What follows belongs to an exercise in optimizing a design on an open flow for small area, a short achievable clock period and few clock cycles per item; a production flow would make more cautious choices.
RTL that was checked went through simulation tests only; none was proved equivalent to the original.
Power and IR drop assume default switching activity.

## multicycle_alu
module multicycle_alu #(
  parameter int WIDTH         = 32,
  parameter bit SIGNED_MULDIV = 1'b1
) (
  input  logic               clk,
  input  logic               clr,
  input  logic               start,
  input  logic [alu_pkg::OP_BITS-1:0] CONTROL,
  input  logic [WIDTH-1:0]   A,
  input  logic [WIDTH-1:0]   B,
  output logic [WIDTH-1:0]   ZLO,
  output logic [WIDTH-1:0]   ZHI,
  output logic               busy,
  output logic               done,
  output logic               div_by_zero,
  output logic               illegal_op
);
  localparam logic [2:0] S_IDLE  = 3'd0;
  localparam logic [2:0] S_MUL   = 3'd1;
  localparam logic [2:0] S_DABS  = 3'd3;
  localparam logic [2:0] S_DNORM = 3'd4;
  localparam logic [2:0] S_DIV   = 3'd5;
  localparam logic [2:0] S_FIXQ  = 3'd6;
  localparam logic [2:0] S_FIXR  = 3'd7;
  logic [2:0]  state;
  logic [31:0] a_q, b_q;
  logic [11:0] op_q;
  logic        legal_q;
  logic        pend;
  logic [5:0]  cnt;
  logic        nq, nr;
  logic        seen;
  ...
==> flow/config.mk <==
export PLATFORM = sky130hd
export DESIGN_NAME = multicycle_alu
export DESIGN_NICKNAME = multicycle_alu
export VERILOG_FILES = /design/flow/design.v
export SDC_FILE = /design/flow/constraint.sdc
export NUM_CORES = 4
export LEC_CHECK = 0
export ABC_AREA = 1
export CAP_MARGIN = 20
export CORE_MARGIN = 2
export CORE_UTILIZATION = 45
export SETUP_SLACK_MARGIN = 0.4
export SLEW_MARGIN = 20
==> flow/constraint.sdc <==
create_clock -name core_clock -period 5.5 [get_ports {clk}]
set_input_delay 1.1000 -clock core_clock [delete_from_list [all_inputs] [get_ports {clk}]]
set_output_delay 1.1000 -clock core_clock [all_outputs]
set_load 0.01 [all_outputs]
standard.sh (not shown) runs the stock make flow with config.mk's settings and CLKGATE_MAP_FILE= SYNTH_SCRIPT=/design/flow/synth_recipe.tcl, a recipe that flattens the netlist after the stock synthesis.
==> flow/flow/run.sh <==
#!/bin/bash
# The standard ORFS layout (the standard.sh, standard synthesis included),
# with one change: the port buffers are buf_1 cells instead of the larger
# delay buffers buffer_ports picks by default. Every port still gets its own
# buffer. make's full output goes to run_standard.log in this folder.
set -euo pipefail
bash standard.sh finish \
  "BUFFER_PORTS_ARGS=-buffer_cell sky130_fd_sc_hd__buf_1" \
  > run_standard.log 2>&1
Testbench counts at the start, summed over its fixed seeds: cycles 39,530, ops 8,000.
Change:
- CORE_UTILIZATION: 45 -> 40
- SETUP_SLACK_MARGIN: 0.4 -> 0.3
Core utilization drops by 4.4 points.
Worst setup slack is better by 0.23 ns.
Total power came out higher by 3.3%.
Design area rose by 2.5%.
Die area goes up by 12%.
Combinational power is higher by about 7%.
Routed wire length came out higher by 9.3%.
Clock-buffer cell count is higher by 1.
Change:
- CORE_UTILIZATION: 40 -> 35
- SETUP_SLACK_MARGIN: 0.3 -> 0.2
Effect: Power went up by 0.91%; global-route usage went down by 4.3 points; sequential share of layout area stays flat; cell area went up by 0.35%; maximum frequency went down by 1.5%; first-iteration DRC count went down by 14%; die area went up by 14%; hold slack is better by 0.0041 ns.
Change:
- CORE_UTILIZATION: 35 -> 40
- SETUP_SLACK_MARGIN: 0.2 -> 0.5
After rerunning: The new run produced a clean layout; wire length is lower by about 5%; first-iteration DRC count is higher by about 9%; register-to-register slack improved by 0.25 ns; clock power is higher by about 5%; total power is lower by 1.4%; setup slack improved by 0.054 ns; design area is lower by 1.3%; die area is lower by about 12%.
Change:
- SETUP_SLACK_MARGIN: 0.5 -> 0.2
Result:
- flip-flop and latch count does not change
- total power falls by 1.6%
- via count rises by 0.96%
- non-clock buffer count rises by 21

Another version of the RTL of multicycle_alu (not shown whole).
Size in the first run: roughly 2500 cells after synthesis, about 170 flip-flops, ~150 I/O pins.
==> flow/config.mk <==
export PLATFORM = sky130hd
export DESIGN_NAME = multicycle_alu
export DESIGN_NICKNAME = multicycle_alu
export VERILOG_FILES = /design/flow/design.v
export SDC_FILE = /design/flow/constraint.sdc
export NUM_CORES = 4
export LEC_CHECK = 0
export CAP_MARGIN = 20
export CORE_MARGIN = 2
export CORE_UTILIZATION = 50
export SLEW_MARGIN = 20
==> flow/constraint.sdc <==
create_clock -name core_clock -period 5.5 [get_ports {clk}]
set_input_delay 1.1000 -clock core_clock [delete_from_list [all_inputs] [get_ports {clk}]]
set_output_delay 1.1000 -clock core_clock [all_outputs]
set_load 0.01 [all_outputs]
run.sh (not shown) runs the stock make flow with config.mk's settings and CLKGATE_MAP_FILE= SYNTH_SCRIPT=/design/flow/synth_recipe.tcl, a recipe that flattens the netlist after the stock synthesis.
Stock flow here: none of the scripts above is used.
Change:
==> flow/flow/run.sh (new file) <==
#!/bin/bash
# The standard ORFS layout (the standard.sh, standard synthesis included),
# with one change: the port buffers are buf_1 cells instead of the larger
# delay buffers buffer_ports picks by default. Every port still gets its own
# buffer. make's full output goes to run_standard.log in this folder.
set -euo pipefail
bash standard.sh finish \
  "BUFFER_PORTS_ARGS=-buffer_cell sky130_fd_sc_hd__buf_1" \
  > run_standard.log 2>&1
==> flow/standard.sh (new file) <==
#!/bin/bash
# synth_recipe.tcl (not shown) runs the flow's synth.tcl, then flattens the netlist and writes it again
# the make line also repeats each setting of config.mk as NAME=value (left out here)
make -C /OpenROAD-flow-scripts/flow DESIGN_CONFIG=/design/flow/config.mk WORK_HOME=/design/flow/orfs CLKGATE_MAP_FILE= SYNTH_SCRIPT=/design/flow/synth_recipe.tcl "${@:-finish}"
--- a/flow/config.mk
+++ b/flow/config.mk
@@ -7,0 +8 @@
+export ABC_AREA = 1
@@ -10 +11 @@
-export CORE_UTILIZATION = 50
+export CORE_UTILIZATION = 45
removed: flow/run.sh
What happened: Area after synthesis is lower by a few percent; power is higher by a few percent; final cell count is higher by roughly a tenth; routed wire length is lower by a few percent.
No functional check of the RTL was part of any run of this note.

## the previous run
multicycle_alu, a different RTL version from the one above (not shown whole).
For scale: about 2800 cells after synthesis, ~170 flip-flops, about 150 I/O pins.
==> flow/design.v (excerpt) <==
module multicycle_alu #(
  parameter int WIDTH         = 32,
  parameter bit SIGNED_MULDIV = 1'b1
) (
  input  logic               clk,
  input  logic               clr,
  input  logic               start,
  input  logic [alu_pkg::OP_BITS-1:0] CONTROL,
  input  logic [WIDTH-1:0]   A,
  input  logic [WIDTH-1:0]   B,
  output logic [WIDTH-1:0]   ZLO,
  output logic [WIDTH-1:0]   ZHI,
  output logic               busy,
  output logic               done,
  output logic               div_by_zero,
  output logic               illegal_op
);
Settings: LEC_CHECK=0, ABC_AREA=1, CAP_MARGIN=20, CORE_MARGIN=2, CORE_UTILIZATION=45, SETUP_SLACK_MARGIN=0.2, SLEW_MARGIN=20; clock period 5.5 ns.
standard.sh (not shown) runs the stock make flow with config.mk's settings and CLKGATE_MAP_FILE= SYNTH_SCRIPT=/design/flow/synth_recipe.tcl, a recipe that flattens the netlist after the stock synthesis.
==> flow/flow/run.sh <==
#!/bin/bash
# The standard ORFS layout (the standard.sh, standard synthesis included),
# with one change: the port buffers are buf_1 cells instead of the larger
# delay buffers buffer_ports picks by default. Every port still gets its own
# buffer. make's full output goes to run_standard.log in this folder.
set -euo pipefail
bash standard.sh finish \
  "BUFFER_PORTS_ARGS=-buffer_cell sky130_fd_sc_hd__buf_1" \
  > run_standard.log 2>&1
The previous run | status: complete | timing, DRC, antenna: pass
Testbench counts of the previous run, summed over its fixed seeds: cycles 39,530, ops 8,000.
Input-level comparison between the current run and the previous run:
Settings: CORE_UTILIZATION now 40, was 45.
==> notes.md <==
The previous run: all stages complete, timing, DRC and antenna checks passed. The current run reached the end of the flow, and the finished layout is clean on the timing, DRC and antenna checks. Compared with the previous run, the current run instantiates a larger number of standard cells. Against the previous run as the reference, the current run delivers a lower share of the cycle needed by the critical path after routing. Number of clock buffer instances in the layout: the current run vs the previous run down 1. The fraction of met2 tracks used by global routing in the current run sits 4.3 points below the value recorded for the previous run. Placeable core region grows by more than 10% when moving from the previous run to the current run. Cell leakage power for the current run: 0.064 nW up relative to the previous run. reg -> reg as the kind of critical path was reported by the previous run, and in -> reg by the current run. Per the comparison of the current run with the previous run, weighted congestion at the end of routability-driven global placement now larger, total power now larger.

## v6
Starting RTL as in the previous note.
==> flow/config.mk <==
export PLATFORM = sky130hd
export DESIGN_NAME = multicycle_alu
export DESIGN_NICKNAME = multicycle_alu
export VERILOG_FILES = /design/flow/design.v
export SDC_FILE = /design/flow/constraint.sdc
export NUM_CORES = 4
export LEC_CHECK = 0
export ABC_AREA = 1
export CAP_MARGIN = 20
export CORE_MARGIN = 2
export CORE_UTILIZATION = 50
export SETUP_SLACK_MARGIN = 0.2
export SLEW_MARGIN = 20
==> flow/constraint.sdc <==
create_clock -name core_clock -period 5.5 [get_ports {clk}]
set_input_delay 1.1000 -clock core_clock [delete_from_list [all_inputs] [get_ports {clk}]]
set_output_delay 1.1000 -clock core_clock [all_outputs]
set_load 0.01 [all_outputs]
Scripts as last shown in full above: flow/flow/run.sh
Testbench counts of v6, summed over its fixed seeds: cycles 39,530, ops 8,000.
Input changes introduced in v7 (baseline for comparison: v6):
Settings: CORE_UTILIZATION: 50 -> 45; CTS_BUF_LIST: unset -> sky130_fd_sc_hd__clkbuf_4 sky130_fd_sc_hd__clkbuf_8.
==> comparison <==
Compared with v6, v7 shows tap cell count higher by 64.
After detailed routing, v6 needs less wire than v7.
Global-route wire length before repair was lower in v6 than in v7.
The run showing the smaller first-pass iteration count of the detailed router is v7.
[v7] full die area rose about 11% relative to v6
Compared with v6, in v7 overall routing resource usage dropped 1.3 points, number of stages on the worst setup path went down by 1, combinational share of power saw an increase.
Cmp v6 and v7 / post-route worst setup slack / higher: v6

Setup of maple:
RTL: one of the versions met above, not the one the previous note started from.
For scale: roughly 170 flip-flops, ~150 I/O pins, about 18,000 um^2 of cells after synthesis.
==> flow/config.mk <==
export PLATFORM = sky130hd
export DESIGN_NAME = multicycle_alu
export DESIGN_NICKNAME = multicycle_alu
export VERILOG_FILES = /design/flow/design.v
export SDC_FILE = /design/flow/constraint.sdc
export NUM_CORES = 4
export LEC_CHECK = 0
export ABC_AREA = 1
export CAP_MARGIN = 20
export CORE_MARGIN = 2
export CORE_UTILIZATION = 40
export SETUP_SLACK_MARGIN = 0.4
export SLEW_MARGIN = 20
==> flow/constraint.sdc <==
create_clock -name core_clock -period 5.5 [get_ports {clk}]
set_input_delay 1.1000 -clock core_clock [delete_from_list [all_inputs] [get_ports {clk}]]
set_output_delay 1.1000 -clock core_clock [all_outputs]
set_load 0.01 [all_outputs]
Scripts as last shown in full above: flow/flow/run.sh
Testbench counts of maple, summed over its fixed seeds: cycles 39,530, ops 8,000.
Input-level comparison between willow and maple:
Settings: SETUP_SLACK_MARGIN: 0.4 -> unset.
## What came out
- willow reports a higher total placed cells including tap cells than maple does.
- A highest metal layer used by the detailed router of met4 is what willow shows, while met5 belongs to maple.
- Cell with the largest stage delay on the worst path = sky130_fd_sc_hd__xnor2_1: willow; cell with the largest stage delay on the worst path = sky130_fd_sc_hd__fa_2: maple
- Changes observed in willow relative to maple: share of total power in sequential cells comparable, sequential share of layout area flat, non-clock buffer count moved up, met1 layer usage reported by global route now sits higher, top fanout value on the critical path went down by 4.
- Diff maple -> willow: total power now sits higher, final standard cell area without fillers climbed 0.40%, global-route wire length before repair up 1.8%.
Changes in sierra relative to willow:
Settings: setting SETUP_SLACK_MARGIN to 0.6 for the first time.
Notes after the runs:
willow -> sierra: power per standard cell area decreased slightly. willow -> sierra: sequential share of power flat. Diff willow..sierra | area taken by flip-flops and latches | negligible. In the flow results for sierra and willow, the wire length the detailed router placed on met1 is smaller on sierra.

[separate check: timing with driven ports]
In the flow no input, the clock included, has a driving cell. The finished layouts below were timed again as built, in two steps.
Step 1, drivers: a clkbuf_16 drives clk and a buf_2 each remaining input, both assumed.
Step 2 times the ports against the registers' clock, not the clock port: input delays grow and output delays shrink by t, the midpoint of the rising clock arrivals with the driver on.
Three values: no drivers, after step 1, after step 2; two values: the first two.
| run | shift t [ns] | setup slack, ns | slew at the worst register clock pin (ns) |
|---|---|---|---|
| the first run of note 1 | 0.520 | 0.197 / 0.217 / -0.303 | 0.09 / 0.09 |
| the second run of note 1 | 0.575 | 0.425 / 0.425 / -0.049 | 0.09 / 0.09 |
| the third run of note 1 | 0.565 | 0.346 / 0.346 / -0.005 | 0.09 / 0.09 |
| the fourth run of note 1 | 0.570 | 0.400 / 0.394 / -0.176 | 0.09 / 0.09 |
| the fifth run of note 1 | 0.569 | 0.454 / 0.454 / -0.089 | 0.08 / 0.08 |
| the first run of note 2 | 0.571 | 0.125 / 0.166 / -0.404 | 0.09 / 0.09 |
| the second run of note 2 | 0.593 | 0.365 / 0.365 / -0.063 | 0.09 / 0.09 |
| the previous run | 0.529 | 0.248 / 0.248 / -0.179 | 0.08 / 0.08 |
| the current run | 0.569 | 0.371 / 0.363 / -0.205 | 0.09 / 0.09 |
| v6 | 0.538 | 0.283 / 0.297 / -0.241 | 0.10 / 0.10 |
| v7 | 0.585 | 0.203 / 0.163 / -0.423 | 0.12 / 0.12 |
| maple | 0.572 | 0.501 / 0.527 / -0.040 | 0.09 / 0.09 |
| willow | 0.567 | 0.154 / 0.154 / -0.127 | 0.08 / 0.08 |
| sierra | 0.562 | 0.486 / 0.477 / -0.085 | 0.09 / 0.09 |
Met with ideal ports but missed after step 2: setup timing in every run listed. The setup slack of v7, which loses most, moves by -0.040 ns with the drivers and by -0.626 ns with both steps.
